What follows belongs to an exercise in optimizing a design on an open flow for small area, a short achievable clock period and few clock cycles per item; a production flow would make more cautious choices. The RTL was checked by simulation tests, not by an equivalence proof against the original design.

==> flow/design.v (excerpt) <==
module alu_arbiter #(
    parameter int unsigned MUL_LAT = 3
) (
    input  logic        clk_i,
    input  logic        rst_i,
    input  logic        req0_valid_i,
    output logic        req0_ready_o,
    input  logic [2:0]  req0_op_i,
    input  logic [31:0] req0_src1_i,
    input  logic [31:0] req0_src2_i,
    input  logic        req1_valid_i,
    output logic        req1_ready_o,
    input  logic [2:0]  req1_op_i,
    input  logic [31:0] req1_src1_i,
    input  logic [31:0] req1_src2_i,
    output logic        rsp_valid_o,
    input  logic        rsp_ready_i,
    output logic        rsp_id_o,
    output logic [31:0] rsp_result_o,
    output logic        busy_o
);
    localparam int D_MUL = 0;    
    localparam int D_SUB = 1;    
    localparam int D_ARR = 2;    
    localparam int D_SUM = 3;    
    localparam int D_AND = 4;    
    localparam int D_XOR = 5;    
    localparam int D_SLL = 6;    
    localparam int D_SRA = 7;    
    function automatic logic [7:0] decode(input logic [2:0] op);
        logic [7:0] d;
        d[D_MUL] = (op == 3'b101);
        d[D_SUB] = (op == 3'b100);
        d[D_ARR] = (op == 3'b000) | (op == 3'b001) | (op == 3'b011) | (op == 3'b100) | (op == 3'b110);
        d[D_SUM] = (op == 3'b011) | (op == 3'b100) | (op == 3'b101) | (op == 3'b110);
        d[D_AND] = (op == 3'b000);
        d[D_XOR] = (op == 3'b001);
        d[D_SLL] = (op == 3'b010);
        d[D_SRA] = (op == 3'b111);
        decode = d;
    endfunction
    function automatic logic [11:0] booth(input logic [8:0] w);
        logic [11:0] b;
        for (int j = 0; j < 4; j++) begin
            b[j]     = w[2*j+1] ^ w[2*j];
            b[4 + j] = (w[2*j+2] & ~w[2*j+1] & ~w[2*j]) | (~w[2*j+2] & w[2*j+1] & w[2*j]);
            b[8 + j] = w[2*j+2] & ~(w[2*j+1] & w[2*j]);
        end
        booth = b;
    endfunction
  ...
Size in the first run: roughly 2400 cells after synthesis, roughly 180 I/O pins, ~16000 sq um of cells after synthesis.
Settings: LEC_CHECK=0, ABC_AREA=1, ABC_CLOCK_PERIOD_IN_PS=4000, CAP_MARGIN=20, CORE_MARGIN=2, CORE_UTILIZATION=50, SETUP_SLACK_MARGIN=4.45, SLEW_MARGIN=20; clock period 9.0 ns.
standard.sh (not shown) runs the stock make flow with config.mk's settings and CLKGATE_MAP_FILE= SYNTH_SCRIPT=/design/flow/synth_recipe.tcl, a recipe that flattens the netlist after the stock synthesis.
==> flow/flow/run.sh <==
#!/bin/bash
# Standard synthesis and layout; the port buffers are made from the smallest
# buffer cell (buffer_ports -buffer_cell) instead of the default choice.
# make's output goes to synth.log and layout.log; each ORFS step keeps its
# own log under orfs/logs.
set -euo pipefail
bash standard.sh synth > synth.log 2>&1
bash standard.sh "BUFFER_PORTS_ARGS=-buffer_cell sky130_fd_sc_hd__buf_1" finish > layout.log 2>&1
The starting point completed without violations.
Testbench counts at the start, summed over its fixed seeds: cycles 3,103, items 2,400.
Rerun with:
--- a/flow/config.mk
+++ b/flow/config.mk
@@ -10,5 +10,5 @@
 export CAP_MARGIN = 20
 export CORE_MARGIN = 2
-export CORE_UTILIZATION = 50
+export CORE_UTILIZATION = 40
 export SETUP_SLACK_MARGIN = 4.45
 export SLEW_MARGIN = 20
=> The new run completed with no timing, DRC or antenna violations; worst hold slack barely changes; design area increases by 0.41%; clock skew decreases by 0.0036 ns.
Rerun with:
--- a/flow/config.mk
+++ b/flow/config.mk
@@ -6,9 +6,9 @@
 export NUM_CORES = 4
 export LEC_CHECK = 0
-export ABC_AREA = 1
 export ABC_CLOCK_PERIOD_IN_PS = 4000
 export CAP_MARGIN = 20
 export CORE_MARGIN = 2
-export CORE_UTILIZATION = 40
-export SETUP_SLACK_MARGIN = 4.45
+export CORE_UTILIZATION = 65
+export PLACE_DENSITY = 0.75
+export SETUP_SLACK_MARGIN = 5
 export SLEW_MARGIN = 20
Effect: The changed run finished clean. Global-route usage increases by 17 points.
Rerun with:
==> flow/run.sh (new file) <==
#!/bin/bash
# synth_recipe.tcl (not shown) runs the flow's synth.tcl, then flattens the netlist and writes it again
# the make line also repeats each setting of config.mk as NAME=value (left out here)
make -C /OpenROAD-flow-scripts/flow DESIGN_CONFIG=/design/flow/config.mk WORK_HOME=/design/flow/orfs CLKGATE_MAP_FILE= SYNTH_SCRIPT=/design/flow/synth_recipe.tcl finish
--- a/flow/config.mk
+++ b/flow/config.mk
@@ -9,6 +9,5 @@
 export CAP_MARGIN = 20
 export CORE_MARGIN = 2
-export CORE_UTILIZATION = 65
-export PLACE_DENSITY = 0.75
+export CORE_UTILIZATION = 40
 export SETUP_SLACK_MARGIN = 5
 export SLEW_MARGIN = 20
removed: flow/flow/run.sh
removed: flow/standard.sh
Effect: Setup slack improves by 0.18 ns; final area climbs by 7.6%; non-clock buffer count climbs by 7; first-iteration DRC count falls by 28%; via count decreases by 5.7%; die area rose by 61%; sequential share of layout area came out lower by 1.1 points.
Rerun with:
==> flow/flow/run.sh (new file) <==
#!/bin/bash
# Standard synthesis and layout; the port buffers are made from the smallest
# buffer cell (buffer_ports -buffer_cell) instead of the default choice.
# make's output goes to synth.log and layout.log; each ORFS step keeps its
# own log under orfs/logs.
set -euo pipefail
bash standard.sh synth > synth.log 2>&1
bash standard.sh "BUFFER_PORTS_ARGS=-buffer_cell sky130_fd_sc_hd__buf_1" finish > layout.log 2>&1
==> flow/standard.sh (new file) <==
#!/bin/bash
# synth_recipe.tcl (not shown) runs the flow's synth.tcl, then flattens the netlist and writes it again
# the make line also repeats each setting of config.mk as NAME=value (left out here)
make -C /OpenROAD-flow-scripts/flow DESIGN_CONFIG=/design/flow/config.mk WORK_HOME=/design/flow/orfs CLKGATE_MAP_FILE= SYNTH_SCRIPT=/design/flow/synth_recipe.tcl "${@:-finish}"
--- a/flow/config.mk
+++ b/flow/config.mk
@@ -6,4 +6,5 @@
 export NUM_CORES = 4
 export LEC_CHECK = 0
+export ABC_AREA = 1
 export ABC_CLOCK_PERIOD_IN_PS = 4000
 export CAP_MARGIN = 20
removed: flow/run.sh
What happened: Synthesized cell count climbs by a quarter to a third. Critical path depth drops by 12. Synthesized area climbs by a few percent. Register-to-register slack gets better by 0.51 ns. Non-clock buffer count climbs by 36. Routed wire length climbs by about a fifth. Sequential share of layout area drops by 1.0 points.
Rerun with:
==> flow/flow/run.sh (replaced) <==
#!/bin/bash
# Standard layout, with the port buffers made from the smallest buffer cell
# (buffer_ports -buffer_cell) instead of the default choice. The make output
# goes to make.log; each ORFS step keeps its own log under orfs/logs.
set -euo pipefail
bash standard.sh "BUFFER_PORTS_ARGS=-buffer_cell sky130_fd_sc_hd__buf_1" finish > make.log 2>&1
--- a/flow/config.mk
+++ b/flow/config.mk
@@ -6,5 +6,4 @@
 export NUM_CORES = 4
 export LEC_CHECK = 0
-export ABC_AREA = 1
 export ABC_CLOCK_PERIOD_IN_PS = 4000
 export CAP_MARGIN = 20
The changed run ran to the end with no violations.
Worst hold slack improves by 0.017 ns.
Cell count came out lower by about 20%.
First-iteration DRC count goes down by 6.7%.
Maximum frequency falls by about 9%.
Clock-buffer cell count is higher by 2.
Worst setup slack got worse by 0.41 ns.


Setup of red:
alu_arbiter again, from the RTL that the note above started with.
Settings: LEC_CHECK=0, ABC_AREA=1, ABC_CLOCK_PERIOD_IN_PS=4000, CAP_MARGIN=20, CORE_MARGIN=2, CORE_UTILIZATION=40, SETUP_SLACK_MARGIN=4.45, SLEW_MARGIN=20, TNS_END_PERCENT=10; clock period 9.0 ns.
==> flow/flow/run.sh <==
#!/bin/bash
# Standard synthesis and layout; the port buffers are made from the smallest
# buffer cell (buffer_ports -buffer_cell) instead of the default choice.
# make's output goes to synth.log and layout.log; each ORFS step keeps its
# own log under orfs/logs.
set -euo pipefail
bash standard.sh synth > synth.log 2>&1
bash standard.sh "BUFFER_PORTS_ARGS=-buffer_cell sky130_fd_sc_hd__buf_1" finish > layout.log 2>&1
Testbench counts of red, summed over its fixed seeds: cycles 3,103, items 2,400.
Relative to red, the following input files were edited for blue:
- a deleted TNS_END_PERCENT that had been 10
- a change of ABC_CLOCK_PERIOD_IN_PS from 4000 to 6000
Findings:
- Via count of the first global-routing pass: blue vs red, no meaningful difference
- Detailed route wirelength on metal2 (blue over red): decrease, about 0.3%
- Area used by multi-input combinational logic of red is on par with blue.
- | minimum clock period after layout | higher: red |
- blue vs red — post-cts resize count climbed by more than half
- blue vs. red: area share of buffers outside the clock network was more or less identical, worst setup slack for register-to-register paths went up by 0.05 ns.
[inputs] green vs blue
- CTS_BUF_LIST newly set to sky130_fd_sc_hd__clkbuf_4 sky130_fd_sc_hd__clkbuf_8
- ABC_CLOCK_PERIOD_IN_PS changed from 6000 to 4000
- CTS_CLUSTER_SIZE newly set to 30
==> comparison <==
- Diff blue -> green: number of instances resized during post-cts repair went up 7; depth of the most critical reg-to-reg path went up 4.
- Going from blue to green, met1 layer wirelength in the final routing grew slightly.
- The part of the cycle the worst path needs of green and that of blue are within noise of each other.
- green and blue ended up with roughly the same fmax.
- Delta (green minus blue): count of clock-buffer cells in the layout stayed essentially flat; least setup slack across all paths after layout moved up.
Relative to green, the following input files were edited for orange:
- changing SETUP_SLACK_MARGIN from 4.45 to 4.6
- removing CTS_BUF_LIST (formerly sky130_fd_sc_hd__clkbuf_4 sky130_fd_sc_hd__clkbuf_8)
- removing CTS_CLUSTER_SIZE (formerly 30)
- removing ABC_AREA (formerly 1)
==> flow/run.sh (new file) <==
#!/bin/bash
# synth_recipe.tcl (not shown) runs the flow's synth.tcl, then flattens the netlist and writes it again
# the make line also repeats each setting of config.mk as NAME=value (left out here)
make -C /OpenROAD-flow-scripts/flow DESIGN_CONFIG=/design/flow/config.mk WORK_HOME=/design/flow/orfs CLKGATE_MAP_FILE= SYNTH_SCRIPT=/design/flow/synth_recipe.tcl finish
removed: flow/flow/run.sh
removed: flow/standard.sh
==> summary.txt <==
Against green, the final cell area of orange is higher.
Re period utilization: orange is 4.2 points up on green.
Going from green to orange, the cell area after placement was found to have gone up by 620 µm².
Routed wire length per instance, orange and green: larger value in orange
orange ended with less sequential share of layout area than green.


Starting RTL as in the previous note.
clock: 9.0 ns
lec_check: 0
abc_area: 1
abc_clock_period_in_ps: 4000
cap_margin: 20
core_margin: 2
core_utilization: 40
setup_slack_margin: 4.55
slew_margin: 20
==> flow/flow/run.sh <==
#!/bin/bash
# Standard synthesis and layout; the port buffers are made from the smallest
# buffer cell (buffer_ports -buffer_cell) instead of the default choice.
# make's output goes to synth.log and layout.log; each ORFS step keeps its
# own log under orfs/logs.
set -euo pipefail
bash standard.sh synth > synth.log 2>&1
bash standard.sh "BUFFER_PORTS_ARGS=-buffer_cell sky130_fd_sc_hd__buf_1" finish > layout.log 2>&1
Testbench counts at the start, summed over its fixed seeds: cycles 3,103, items 2,400.
Edit:
--- a/flow/config.mk
+++ b/flow/config.mk
@@ -13 +13 @@
-export SETUP_SLACK_MARGIN = 4.55
+export SETUP_SLACK_MARGIN = 4.3
Result: Setup slack got worse by 0.15 ns. Critical path depth stays the same.
Edit:
==> flow/flow/run.sh (replaced) <==
#!/bin/bash
# Standard synthesis, then the standard layout with the settings below
# passed to make. make's output goes to synth.log and layout.log; each ORFS
# step keeps its own log under orfs/logs.
set -euo pipefail
bash standard.sh synth > synth.log 2>&1
args=(
  "BUFFER_PORTS_ARGS=-buffer_cell sky130_fd_sc_hd__buf_1"
  "CTS_ARGS=-sink_clustering_enable -repair_clock_nets -dont_use_dummy_load -root_buf sky130_fd_sc_hd__clkbuf_8 -buf_list {sky130_fd_sc_hd__clkbuf_4 sky130_fd_sc_hd__clkbuf_8}"
)
bash standard.sh "${args[@]}" finish > layout.log 2>&1
--- a/flow/config.mk
+++ b/flow/config.mk
@@ -13 +13 @@
-export SETUP_SLACK_MARGIN = 4.3
+export SETUP_SLACK_MARGIN = 4.45
What happened: Synthesized cell count stays the same; worst setup slack gains 0.12 ns; synthesized area stays the same; routed wire length goes up by 0.90%; design area rises by 0.47%; global-route usage rises by 0.44 points; via count came out higher by 0.81%; hold slack improved by 0.0065 ns; count of clock-buffer cells in the layout is unchanged; critical path depth came out lower by 3.
Edit:
==> flow/flow/run.sh (replaced) <==
#!/bin/bash
# Standard synthesis and layout; the port buffers are made from the smallest
# buffer cell (buffer_ports -buffer_cell) instead of the default choice.
# make's output goes to synth.log and layout.log; each ORFS step keeps its
# own log under orfs/logs.
set -euo pipefail
bash standard.sh synth > synth.log 2>&1
bash standard.sh "BUFFER_PORTS_ARGS=-buffer_cell sky130_fd_sc_hd__buf_1" finish > layout.log 2>&1
--- a/flow/config.mk
+++ b/flow/config.mk
@@ -12,0 +13 @@
+export GPL_TIMING_DRIVEN = 0
The new run passed the timing, DRC and antenna checks.
Design area climbs by 4.4%.
Routed wire length went up by 13%.
Non-clock buffer count increases by 108.
Clock-buffer cell count increases by 1.
Edit:
--- a/flow/config.mk
+++ b/flow/config.mk
@@ -13 +13,3 @@
-export GPL_TIMING_DRIVEN = 0
+export CTS_BUF_LIST = sky130_fd_sc_hd__clkbuf_8
+export CTS_CLUSTER_DIAMETER = 100
+export CTS_CLUSTER_SIZE = 40
Outcome:
- setup slack gets better by 0.026 ns
- synthesized area does not change
- cell area fell by 3.8%
- wire length fell by 12%


## wip/umber
Another version of the RTL of alu_arbiter (not shown whole).
Size: about 2200 cells after synthesis, about 15000 um2 of cells after synthesis.
// alu_arbiter
module alu_arbiter #(
    parameter int unsigned MUL_LAT = 3
) (
    input  logic        clk_i,
    input  logic        rst_i,
    input  logic        req0_valid_i,
    output logic        req0_ready_o,
    input  logic [2:0]  req0_op_i,
    input  logic [31:0] req0_src1_i,
    input  logic [31:0] req0_src2_i,
    input  logic        req1_valid_i,
    output logic        req1_ready_o,
    input  logic [2:0]  req1_op_i,
    input  logic [31:0] req1_src1_i,
    input  logic [31:0] req1_src2_i,
    output logic        rsp_valid_o,
    input  logic        rsp_ready_i,
    output logic        rsp_id_o,
    output logic [31:0] rsp_result_o,
    output logic        busy_o
);
    localparam int D_MUL = 0;    
    localparam int D_SUB = 1;    
    localparam int D_ARR = 2;    
    localparam int D_SUM = 3;    
    localparam int D_AND = 4;    
    localparam int D_XOR = 5;    
    localparam int D_SLL = 6;    
    localparam int D_SRA = 7;    
    function automatic logic [7:0] decode(input logic [2:0] op);
        logic [7:0] d;
        d[D_MUL] = (op == 3'b101);
        d[D_SUB] = (op == 3'b100);
        d[D_ARR] = (op == 3'b000) | (op == 3'b001) | (op == 3'b011) | (op == 3'b100) | (op == 3'b110);
        d[D_SUM] = (op == 3'b011) | (op == 3'b100) | (op == 3'b101) | (op == 3'b110);
        d[D_AND] = (op == 3'b000);
        d[D_XOR] = (op == 3'b001);
        d[D_SLL] = (op == 3'b010);
        d[D_SRA] = (op == 3'b111);
  ...
export LEC_CHECK = 0
export ABC_AREA = 1
export ABC_CLOCK_PERIOD_IN_PS = 4000
export CAP_MARGIN = 20
export CORE_MARGIN = 2
export CORE_UTILIZATION = 40
export SETUP_SLACK_MARGIN = 4.55
export SLEW_MARGIN = 20
create_clock -name core_clock -period 9.0 [get_ports {clk_i}]
==> flow/flow/run.sh <==
#!/bin/bash
# Standard synthesis, then the standard layout with the settings below
# passed to make. make's output goes to synth.log and layout.log; each ORFS
# step keeps its own log under orfs/logs.
set -euo pipefail
bash standard.sh synth > synth.log 2>&1
args=(
  "BUFFER_PORTS_ARGS=-buffer_cell sky130_fd_sc_hd__buf_1"
  "CTS_ARGS=-sink_clustering_enable -repair_clock_nets -dont_use_dummy_load -root_buf sky130_fd_sc_hd__clkbuf_8 -buf_list {sky130_fd_sc_hd__clkbuf_4 sky130_fd_sc_hd__clkbuf_8}"
  "DONT_USE_CELLS=sky130_fd_sc_hd__probe_p_8 sky130_fd_sc_hd__probec_p_8 sky130_fd_sc_hd__lpflow_* sky130_fd_sc_hd__ha_2 sky130_fd_sc_hd__ha_4"
)
bash standard.sh "${args[@]}" finish > layout.log 2>&1
Testbench counts of wip/umber, summed over its fixed seeds: cycles 2,984, items 2,400.
Edits applied to the flow inputs when going from wip/umber to wip/juniper:
- SETUP_SLACK_MARGIN changed from 4.55 to 4.5
- PLACE_DENSITY newly set to 0.55
- CORE_UTILIZATION changed from 40 to 35
-- flow/flow/run.sh --
<<< wip/umber, line 9
  "CTS_ARGS=-sink_clustering_enable -repair_clock_nets -dont_use_dummy_load -root_buf sky130_fd_sc_hd__clkbuf_8 -buf_list {sky130_fd_sc_hd__clkbuf_4 sky130_fd_sc_hd__clkbuf_8}"
  "DONT_USE_CELLS=sky130_fd_sc_hd__probe_p_8 sky130_fd_sc_hd__probec_p_8 sky130_fd_sc_hd__lpflow_* sky130_fd_sc_hd__ha_2 sky130_fd_sc_hd__ha_4"
)
>>> wip/juniper, line 9
  "CTS_ARGS=-sink_clustering_enable -repair_clock_nets -dont_use_dummy_load -root_buf sky130_fd_sc_hd__clkbuf_8 -buf_list {sky130_fd_sc_hd__clkbuf_4 sky130_fd_sc_hd__clkbuf_8}"
)
==> summary.txt <==
- Every run (wip/juniper and wip/umber) finished clean.
- wip/juniper vs wip/umber: synthesis-to-layout area growth up in wip/juniper
- Register area came out higher on wip/juniper than on wip/umber.
- Compare wip/juniper and wip/umber | critical path depth higher: wip/juniper
- wip/juniper — time the final worst path needs with I/O delays and setup 0.058 ns higher, wip/umber as reference
[inputs] wip/amber vs wip/juniper
- SETUP_SLACK_MARGIN: 4.5 -> 4.45
### Flow results
- [compare] base=wip/juniper new=wip/amber: summed area of non-filler cells in the final layout fell by 0.76%; final-layout non-clock buffer area share stayed essentially flat.
- Clock distribution area overhead in the final layout essentially unchanged between wip/juniper and wip/amber.
- On fraction of standard cell area in multi-input logic, wip/amber tracks wip/juniper almost exactly.
- Wire length: wip/amber vs wip/juniper down about 1.3%
- Going from wip/juniper to wip/amber, minimum period implied by the final worst setup slack dropped 0.12 ns, cell count barely changed, critical path depth dropped 14.
- Compared wip/amber vs wip/juniper, and first-pass detailed-route iteration total is up in wip/amber.
- wip/amber: done, clean on timing, DRC and antenna
Setup changes, wip/amber to wip/yarrow
- CORE_UTILIZATION now 40, was 35
- PLACE_DENSITY no longer set, was 0.55
--- outcome ---
- In summary, wip/yarrow completed successfully, with a layout that passed the timing, DRC and antenna checks.
- Compared with wip/amber, wip/yarrow shows a higher final worst setup slack.
- Compared with wip/amber, in wip/yarrow number of signal-net inverters in the final layout grew by 1; area taken by flip-flops and latches up 0.89%.
- Looking at last element of the critical path, the req0_ready_o result is from wip/yarrow; the req1_ready_o one comes from wip/amber.
- Between wip/amber and wip/yarrow, the critical path arrival figures differ only marginally.

==> what the ideal ports hide <==
No port has a modelled driver above. Below, the same layouts with a new extraction and two added sets of constraints.
Step 1: set_driving_cell puts a clkbuf_16 on clk_i and a buf_2 on each other input, an assumption about the parent block.
Step 2 adds t to the input delays and takes it off the output delays; t is the mean of the earliest and latest rising clock arrival at the registers after step 1. Input paths then give back, and output paths get back, about the clock's delay inside the block.
Three values: ideal, step 1, step 2; two values: the first two.
run	t (ns)	setup WS [ns]	worst setup path after step 2
the first run of note 1	0.502	4.503 / 4.477 / 4.477	input to output
the second run of note 1	0.501	4.485 / 4.462 / 4.390	input to register
the third run of note 1	0.485	3.966 / 3.966 / 3.966	register to register
the fourth run of note 1	0.483	4.144 / 4.144 / 4.144	register to register
the fifth run of note 1	0.504	4.601 / 4.551 / 4.551	input to output
the sixth run of note 1	0.488	4.191 / 4.191 / 4.191	register to register
red	0.500	4.461 / 4.437 / 4.437	input to output
blue	0.501	4.485 / 4.462 / 4.390	input to register
green	0.533	4.491 / 4.469 / 4.469	input to output
orange	0.495	4.115 / 4.115 / 4.115	register to register
the first run of note 3	0.503	4.546 / 4.524 / 4.406	input to register
the second run of note 3	0.498	4.392 / 4.369 / 4.369	input to output
the third run of note 3	0.522	4.513 / 4.491 / 4.439	input to register
the fourth run of note 3	0.508	4.465 / 4.444 / 4.444	input to output
the fifth run of note 3	0.533	4.491 / 4.469 / 4.469	input to output
wip/umber	0.518	4.435 / 4.435 / 4.127	input to register
wip/juniper	0.502	4.376 / 4.376 / 4.145	input to register
wip/amber	0.540	4.493 / 4.473 / 4.397	input to register
wip/yarrow	0.516	4.502 / 4.480 / 4.480	input to output
After both steps setup and hold are still met in every run listed. For wip/umber, which loses most, drivers alone change the setup slack by 0.000 ns; drivers and shift together by -0.308 ns.
